Context: an optimization exercise on an open-source flow, tuned for small area, a short achievable clock period and few clock cycles. The choices shown serve that exercise and are no tape-out recipe. The RTL was checked by simulation tests, not by an equivalence proof against the original design. No activity file was given, so power comes from the tool's default toggle rates.

Setup of run 1:
==> flow/design.v (excerpt) <==
module core #(
	parameter logic [core_pkg::xlen-1:0] RESET_PC = core_pkg::default_reset_pc
) (
	input  logic clk,
	input  logic reset,
	output logic ireq_valid,
	output logic [core_pkg::xlen-1:0] ireq_addr,
	input  logic iresp_data_ok,
	input  logic [core_pkg::ilen-1:0] iresp_data,
	output logic commit_valid,
	output logic [core_pkg::xlen-1:0] commit_pc,
	output logic [core_pkg::ilen-1:0] commit_instr,
	output logic commit_wen,
	output logic [core_pkg::reg_addr_w-1:0] commit_wdest,
	output logic [core_pkg::xlen-1:0] commit_wdata
);
	logic [core_pkg::xlen-3:0] pc;
	logic stall;
	logic f_valid;
	logic [core_pkg::ilen-1:0] f_instr;
	logic f_wen;
	logic [31:1] f_sel1, f_sel2;
	logic f_bp1, f_bp2, f_imm;
	logic f_m1a, f_m1b, f_m2a, f_m2b, f_stall;
	logic d_valid;
	logic [core_pkg::ilen-1:0] d_instr;
	logic d_wen;
	logic d_sub, d_sel_sum, d_sel_and, d_sel_or, d_sel_xor, d_sel_slt;
	logic d_m1a, d_m1b;
	logic [core_pkg::xlen-1:0] d_a;
	logic [core_pkg::xlen-1:0] d_b;
	logic x_valid;
	logic x_wen;
	logic [core_pkg::ilen-1:0] x_instr;
	logic [core_pkg::xlen/2-1:0] x1_res;
	logic [31:1] rf_valid;
	logic [core_pkg::xlen-1:0] rf_rdata1;
	logic [core_pkg::xlen-1:0] rf_rdata2;
	logic [core_pkg::xlen-1:0] result;
	fetch_stage #(.RESET_PC(RESET_PC)) fetch_stage_i (
		.clk, .reset,
		.ireq_valid, .ireq_addr, .iresp_data_ok, .iresp_data, .pc,
		.stall, .rf_valid,
		.c_wen(commit_wen), .c_rd(commit_wdest),
		.x_wen, .x_rd(x_instr[11:7]),
		.d_wen, .d_rd(d_instr[11:7]),
		.f_valid, .f_instr, .f_wen, .f_sel1, .f_sel2, .f_bp1, .f_bp2, .f_imm,
		.f_m1a, .f_m1b, .f_m2a, .f_m2b, .f_stall
	);
	decode decode_i (
		.clk, .reset,
		.f_valid, .f_instr, .f_wen, .f_imm, .f_m1a, .f_m1b, .f_m2a, .f_m2b, .f_stall, .stall,
		.rf_rdata1, .rf_rdata2, .x1_res, .x2_res(result),
  ...
For scale: roughly 8200 cells after synthesis, roughly 2700 flip-flops, roughly 270 I/O pins, roughly 110000 µm² of cells after synthesis.
clock: 5.5 ns
lec_check: 0
cap_margin: 20
core_margin: 2
core_utilization: 40
cts_cluster_diameter: 70
cts_cluster_size: 22
setup_slack_margin: 2.4
slew_margin: 20
tns_end_percent: 20
standard.sh (not shown) runs the stock make flow with config.mk's settings and CLKGATE_MAP_FILE= SYNTH_SCRIPT=/design/flow/synth_recipe.tcl, a recipe that flattens the netlist after the stock synthesis.
==> flow/flow/run.sh <==
#!/bin/bash
# The standard layout, with plain buffers (buf_2) rather than the
# default delay cells on the input and output ports.
set -euo pipefail
export BUFFER_PORTS_ARGS="-buffer_cell sky130_fd_sc_hd__buf_2"
bash standard.sh > standard.log 2>&1
Run 1: PASS, flow complete, no timing, DRC or antenna violations
Testbench counts of run 1, summed over its fixed seeds: cycles 43,120.
[inputs] run 2 vs run 1
-- flow/config.mk --
<<< run 1, line 10
export CORE_UTILIZATION = 40
>>> run 2, line 10
export CORE_UTILIZATION = 55
<<< run 1, line 15
export TNS_END_PERCENT = 20
>>> run 2, line 15
- Initial core utilization was higher in run 2 than in run 1.
- Going from run 1 to run 2, worst path setup slack after routing went up 0.28 ns; iteration-0 DRC count of the detailed router went up 6.1%; final weighted congestion of routability-driven global placement went up 0.038.
- Run 2 closes out successfully: all stages finished, all timing, DRC and antenna checks passed.
[inputs] run 3 vs run 2
-- flow/config.mk --
<<< run 2, line 13
export SETUP_SLACK_MARGIN = 2.4
>>> run 3, line 13
export SETUP_SLACK_MARGIN = 2.6
==> comparison <==
Comparing the two runs side by side, run 3 comes out ahead of run 2 on net switching power.
Tightest hold margin delta (run 3 − run 2): unfavourable
Comparing run 3 and run 2, the higher routed wire length was measured on run 3.
Of run 3 and run 2, the higher met1 usage in global routing belongs to run 3.
Combinational gate power | run 3 above run 2
As far as multi-input gate share of the layout cell area is concerned, run 2 and run 3 perform about the same.
Reported for run 3 and run 2, max-cap violation count turned out identical to the last digit.

core, a different RTL version from the one above (not shown whole).
Size in the first run: about 8300 cells after synthesis, ~2700 flip-flops, roughly 270 I/O pins, ~0.11 mm² of cells after synthesis.
Settings: LEC_CHECK=0, CAP_MARGIN=20, CORE_MARGIN=2, CORE_UTILIZATION=40, CTS_CLUSTER_DIAMETER=70, CTS_CLUSTER_SIZE=22, SETUP_SLACK_MARGIN=2.4, SLEW_MARGIN=20; clock period 5.5 ns.
run.sh (not shown) runs the stock make flow with config.mk's settings and CLKGATE_MAP_FILE= SYNTH_SCRIPT=/design/flow/synth_recipe.tcl, a recipe that flattens the netlist after the stock synthesis.
Stock flow here: none of the scripts above is used.
The baseline ran to the end with no violations.
Testbench counts at the start, summed over its fixed seeds: cycles 43,120.
Change:
==> flow/flow/run.sh (new file) <==
#!/bin/bash
# The standard layout, with plain buffers (buf_2) rather than the
# default delay cells on the input and output ports.
set -euo pipefail
export BUFFER_PORTS_ARGS="-buffer_cell sky130_fd_sc_hd__buf_2"
bash standard.sh > standard.log 2>&1
==> flow/standard.sh (new file) <==
#!/bin/bash
# synth_recipe.tcl (not shown) runs the flow's synth.tcl, then flattens the netlist and writes it again
# the make line also repeats each setting of config.mk as NAME=value (left out here)
make -C /OpenROAD-flow-scripts/flow DESIGN_CONFIG=/design/flow/config.mk WORK_HOME=/design/flow/orfs CLKGATE_MAP_FILE= SYNTH_SCRIPT=/design/flow/synth_recipe.tcl "${@:-finish}"
Settings changed: CORE_UTILIZATION 40 to 55.
removed: flow/run.sh
Non-clock buffer count climbs by 5. Die area fell by 27%. Worst hold slack loses 0.0051 ns. Final cell count drops by 8.4%. Register-to-register slack degrades by 0.08 ns. Design area came out lower by 2.4%. Core utilization goes up by 16 points.

[static timing again, ports no longer ideal]
The results above use ideal ports. As a check the final layouts listed here were re-extracted and re-timed, cells and wires unchanged.
Step 1 (the two cells are an assumption about what drives the block):
set clk [get_ports {clk}]
set_driving_cell -lib_cell sky130_fd_sc_hd__clkbuf_16 $clk
set_driving_cell -lib_cell sky130_fd_sc_hd__buf_2 [delete_from_list [all_inputs] $clk]
Step 2 moves the port delays by t, midway between the first and last clock arrival at a register: inputs arrive t later, outputs are due t later. That takes back most of the time a late clock gives input paths.
a / b / c = ideal / step 1 / step 2; a / b = the first two.
run | shift t [ns] | setup WS [ns] | worst hold slack (ns) | worst data-port slew with drivers (ns)
run 1 | 0.989 | 1.929 / 1.929 / 1.929 | 0.329 / 0.329 / 0.329 | 0.05
run 2 | 0.964 | 2.209 / 2.209 / 2.039 | 0.331 / 0.331 / 0.331 | 0.05
run 3 | 0.961 | 2.144 / 2.144 / 2.144 | 0.328 / 0.328 / 0.328 | 0.05
the first run of note 2 | 0.984 | 2.220 / 2.220 / 1.794 | 0.321 / 0.321 / 0.321 | 0.06
the second run of note 2 | 0.969 | 2.142 / 2.142 / 2.113 | 0.316 / 0.316 / 0.316 | 0.06
After both steps setup and hold are still met in every run listed. For the first run of note 2, which loses most, drivers alone change the setup slack by 0.000 ns; drivers and shift together by -0.426 ns.
